This design comes from an exercise in tuning for small area, a short achievable clock period and few clock cycles on the open sky130 flow, not from production work.
The RTL was checked by simulation tests, not by an equivalence proof against the original design.
No activity file was given, so power comes from the tool's default toggle rates.

## design/flow/run.sh

```bash
#!/bin/bash
# synth_recipe.tcl (not shown) runs the flow's synth.tcl, then flattens the netlist and writes it again
# the make line also repeats each setting of config.mk as NAME=value (left out here)
make -C /OpenROAD-flow-scripts/flow DESIGN_CONFIG=/design/flow/config.mk WORK_HOME=/design/flow/orfs CLKGATE_MAP_FILE= SYNTH_SCRIPT=/design/flow/synth_recipe.tcl finish
```

## design/flow/config.mk

```make
export PLATFORM = sky130hd
export DESIGN_NAME = inst_fetch_cache
export DESIGN_NICKNAME = inst_fetch_cache
export VERILOG_FILES = /design/flow/design.v
export SDC_FILE = /design/flow/constraint.sdc
export NUM_CORES = 4
export LEC_CHECK = 0
export CAP_MARGIN = 20
export CORE_MARGIN = 2
export CORE_UTILIZATION = 40
export SLEW_MARGIN = 20
```

## design/flow/constraint.sdc

```tcl
create_clock -name core_clock -period 6.0 [get_ports {clk}]
set_input_delay 1.2000 -clock core_clock [delete_from_list [all_inputs] [get_ports {clk}]]
set_output_delay 1.2000 -clock core_clock [all_outputs]
set_load 0.01 [all_outputs]
```

## design/flow/design.v

```verilog
module inst_fetch_cache #(
    parameter int LINES      = 16,
    parameter int LINE_WORDS = 4
) (
    input  logic        clk,
    input  logic        reset,
    input  logic [31:0] pc,
    output logic [31:0] inst,
    output logic        instReady,
    output logic        memReq,
    output logic [31:0] memAddr,
    input  logic [31:0] memData,
    input  logic        memReady,
    output logic [31:0] missCount
);
    localparam int OFF = $clog2(LINE_WORDS);
    localparam int IDX = $clog2(LINES);
    localparam int TAG = 30 - OFF - IDX;
    localparam int LA  = 30 - OFF;
    typedef enum logic {IDLE, REFILL} stateT;
    stateT            stateReg, stateNext;
    logic [OFF-1:0]   cntReg, cntNext;
    logic [LA-1:0]    lineReg, lineNext;
    logic [31:0]      missReg, missNext;
    logic [LINES-1:0] validReg, validNext;
    logic             dataWe, tagWe;
    logic [31:0]      dataArr [LINES*LINE_WORDS];
    logic [TAG-1:0]   tagArr  [LINES];
    logic [OFF-1:0]   pcOff;
    logic [IDX-1:0]   pcIdx;
    logic [TAG-1:0]   pcTag;
    logic [IDX-1:0]   lineIdx;
    logic [TAG-1:0]   lineTag;
    logic             hit;
    logic             lastWord;
    logic             unusedPcBits;
    assign pcOff        = pc[2 +: OFF];
    assign pcIdx        = pc[2+OFF +: IDX];
    assign pcTag        = pc[31 -: TAG];
    assign unusedPcBits = ^pc[1:0];
    assign lineIdx      = lineReg[IDX-1:0];
    assign lineTag      = lineReg[LA-1:IDX];
    assign lastWord     = (cntReg == OFF'(LINE_WORDS - 1));
    assign hit       = (stateReg == IDLE) && validReg[pcIdx] && (tagArr[pcIdx] == pcTag);
    assign instReady = hit;
    assign inst      = hit ? dataArr[{pcIdx, pcOff}] : 32'h0;
    assign memReq    = (stateReg == REFILL);
    assign memAddr   = memReq ? {lineReg, cntReg, 2'b00} : 32'h0;
    assign missCount = missReg;
    always_comb begin
        stateNext = stateReg;
        cntNext   = cntReg;
        lineNext  = lineReg;
        missNext  = missReg;
        validNext = validReg;
        dataWe    = 1'b0;
        tagWe     = 1'b0;
        case (stateReg)
            IDLE: begin
                if (!hit) begin
                    lineNext         = pc[31:2+OFF];
                    cntNext          = '0;
                    missNext         = missReg + 32'd1;
                    validNext[pcIdx] = 1'b0;
                    stateNext        = REFILL;
                end
            end
            REFILL: begin
                if (memReady) begin
                    dataWe = 1'b1;
                    if (lastWord) begin
                        tagWe              = 1'b1;
                        validNext[lineIdx] = 1'b1;
                        stateNext          = IDLE;
                    end else begin
                        cntNext = cntReg + OFF'(1);
                    end
                end
            end
            default: stateNext = IDLE;
        endcase
    end
    always_ff @(posedge clk or posedge reset) begin
        if (reset) begin
            stateReg <= IDLE;
            cntReg   <= '0;
            lineReg  <= '0;
            missReg  <= 32'h0;
        end else begin
            stateReg <= stateNext;
            cntReg   <= cntNext;
            lineReg  <= lineNext;
            missReg  <= missNext;
        end
    end
    genvar gi;
    generate
        for (gi = 0; gi < LINES; gi++) begin : gValid
            always_ff @(posedge clk or posedge reset) begin
                if (reset) validReg[gi] <= 1'b0;
                else       validReg[gi] <= validNext[gi];
            end
        end
    endgenerate
    always_ff @(posedge clk) begin
        if (dataWe) dataArr[{lineIdx, cntReg}] <= memData;
        if (tagWe)  tagArr[lineIdx]            <= lineTag;
    end
endmodule
```

==> qor.csv <==
metric,value,unit
Initial DRC Count,5115,
Max-Cap Viols,0,
Worst Skew,0.0675,ns
Starting Density,0.402,
grt met3 use,0.0373,
"reg-to-reg slack, setup",1.92,ns
number of remaining DRC errors,0,
ANT nets after route,0,
root buf cell,clkbuf_16,
"EDFF count, synth",2432,
antenna violations before repair,16,
cell count after synthesis,4194,
status,finished clean,
Fin Hold WS,0.469,ns
CP startpoint,pc[4],
Routed wire per std cell,29.7,um
global-route met1 utilization,0.269,
IO Port Bufs,160,
via/cell ratio,5.72,
# H-tree levels,4,
worst slew pin tran,1.14,ns
CTS Buffer Depth,3,
fmax,171,MHz
Clock Sinks,2511,
Post CTS Setup Buffer Count,0,
GRT overflow,0,
Synth area leader,edfxtp_1,
Static Leak,35.5,nW
power density over the cells,349,nW/um^2
critical path endpoint,inst[26],
post-DP HPWL,142,mm
ys flop type,edfxtp_1,
Post-synth ARST share,0.0315,
R2R Path Start,stateReg,
Netlist cell types,73,
synth-to-layout area growth,15.7,%
Final setup viols,0,
period utilization,0.974,
Max VDD drop,0.311,mV
First-pass DRT Iterations,7,
reg2reg end,dataArr[55][23],
synthesized area per cell,23.3,um^2
die height,498,um
relative slew slack,0.241,
met2 usage,0.312,
vias in the first global route,47214,
Post-Syn Area,97800,um^2
WL final,240,mm
most used routing layer,met2,
Setup TNS Final,0,ns
RSZ-0062 raised after global routing,no,
critical path required time,4.80,ns
site row count,181,
number of fill cells in the layout,19961,
Post-Place Setup Slack,0.0102,ns
largest net degree at the start of global routing,75,
Final Net Count,4708,
"Slew Viols, Final",0,
main area contributors after synthesis,"edfxtp_1 75%, mux4_2 18%, dfrtp_1 2.0%",
endpoints failing hold,0,
Seq cells post-synth,2511,
Tot GR Track Use,0.192,
core area,243000,um^2
Die W,498,um
Tmin final,5.84,ns
R2R cell count,5,
die area,248000,um^2
Worst-path clk slew,0.06,ns
I/O pins,165,
commonest cells in the netlist,"2432 x edfxtp_1, 763 x mux4_2, 123 x clkbuf_1",
Num CTS Buffers,237,
top-count cell post-synth,edfxtp_1,
Syn. warnings,1,
CP Max Fanout,10,
first-pass GRT wire length,344,mm
hold-fix buffers at CTS,0,
crit start category,input pin,
clock latency (worst-skew pair),0.87,ns
"Seq/Total Area, Yosys",0.767,
Hold Crit Class,flip-flop to flip-flop,
share of cells above drive strength 1,0.310,
CTS tree,yes,
slack of the critical path,0.158,ns
area fraction of the dominant cell type after synthesis,0.747,
critical path arrival,4.64,ns
Crit. End Element,output pin,
via count,46095,
kind of critical path,input pin to output pin,
gpl congestion,0.882,
[flip-flops by register name (all words and copies together) (netlist names)]
register  cells
cntReg        2
tagArr      384
lineReg      28
validReg     16
dataArr    2048
missReg      32
stateReg      1
[cells by family after synthesis]
logic type	synth area share
AO/OA/AOI/OAI	0.0116
AND/OR/NAND/NOR	0.0203
multiplexers	0.184
other	0.0000383
flip-flops	0.767
XOR/XNOR	0.00475
adder cells (fa/ha/maj)	0.00141
buffers and inverters	0.0112
[timing repair]
action,in CTS,in global routing
pin swaps,0,0
endpoints found under the setup margin,1,23
gates resized for setup,1,12
gates cloned,0,1
[worst min-delay path by stage]
stage | cells after the start | endpoint | from | slack, ns
floorplan | 1 | validReg[0] | validReg[0] | 0.46
global placement | 1 | missReg[9] | missReg[9] | 0.47
detailed placement | 1 | missReg[31] | missReg[31] | 0.47
CTS | 1 | missReg[31] | missReg[31] | 0.48
global route | 1 | missReg[31] | missReg[31] | 0.51
finish | 1 | missReg[31] | missReg[31] | 0.47
[layer usage]
metal	up-vias	share of wire
met1	25278	0.42
met3	305	0.070
met2	1654	0.49
li1	18856	-
met4	2	0.021
met5	-	0.000033
[critical path: stages]
cell and delay [ns]:
buf_8 0.16, buf_4 0.27, mux4_2 0.58, a22oi_2 0.28
o32ai_1 0.13, nor4_1 0.36, and4_1 0.26, nand4_2 0.12
inv_2 0.10, buf_12 0.17, buf_4 0.25, and2_1 0.17
clkdlybuf4s50_1 0.54
[placed cells by master (no fill, tap or decap), types with 19 or more instances in the layout]
master           Yosys  layout
clkbuf_1           123      51
mux2i_1             43      42
clkinv_1             3      65
nand3_1             30      30
o21ai_0             28      26
and2_1              77      77
mux4_2             763     763
xnor2_1             47      47
a21oi_1             21      21
clkinv_2             0      49
dfrtp_1             79      78
and3_1              25      25
clkbuf_16            0     241
bufinv_16            0      19
nor2_4               0      63
clkdlybuf4s50_1      0     122
edfxtp_1          2432    2432
nor2_1             109      45
nand2_1             48      48
buf_4               17     239
buf_12               0      46
[power breakdown]
| group | switching, mW | internal (mW) |
|---|---|---|
| logic | 2.31 | 1.49 |
| clock network | 6.49 | 8.26 |
| registers | 0.588 | 20.3 |
[area by class of cell]
type / count / area (um^2) / share of cell area
Timing Repair Buffer: 418 / 4100 / 0.0362
Inverter: 24 / 101 / 0.000896
Antenna cell: 12 / 30.0 / 0.000265
Multi-Input combinational cell: 1438 / 22200 / 0.196
Sequential cell: 2511 / 75000 / 0.663
Clock buffer: 299 / 6310 / 0.0558
Tap cell: 3202 / 4010 / 0.0354
Clock inverter: 149 / 1360 / 0.0120
[metrics by stage]
| stage | cell area [um^2] | cells | util | total power, mW |
|---|---|---|---|---|
| after floorplan | 97800 | 4195 | - | 23.0 |
| after global placement | 105000 | 7589 | 0.433 | 25.0 |
| after detailed placement | 105000 | 7591 | 0.433 | 25.1 |
| after CTS | 113000 | 8039 | 0.464 | 39.8 |
| after global routing | 113000 | 8048 | 0.465 | 40.8 |
| final | 113000 | 8053 | 0.465 | 39.5 |
Testbench counts, summed over its fixed seeds: cycles 53,518.

what the ideal ports hide:
Ports are ideal in the flow. The routed layout listed here was re-timed in OpenROAD.
Step 1 assumes that a clkbuf_16 drives the clock port and a buf_2 every other input.
Step 2 adds t to the input delays and takes it off the output delays; t is the mean of the earliest and latest rising clock arrival at the registers after step 1. Input paths then give back, and output paths get back, about the clock's delay inside the block.
Slacks: ideal ports / drivers / drivers and shift; pairs: ideal ports / drivers.
t (ns): 0.929
slack for setup (ns): 0.158 / 0.098 / 0.098
worst setup path after step 2: input to output
slew at the worst register clock pin (ns): 0.07 / 0.07
worst data-port slew with drivers (ns): 0.14
After both steps this run still meets setup and hold. For this run, drivers alone change the setup slack by -0.060 ns; drivers and shift together by -0.060 ns.
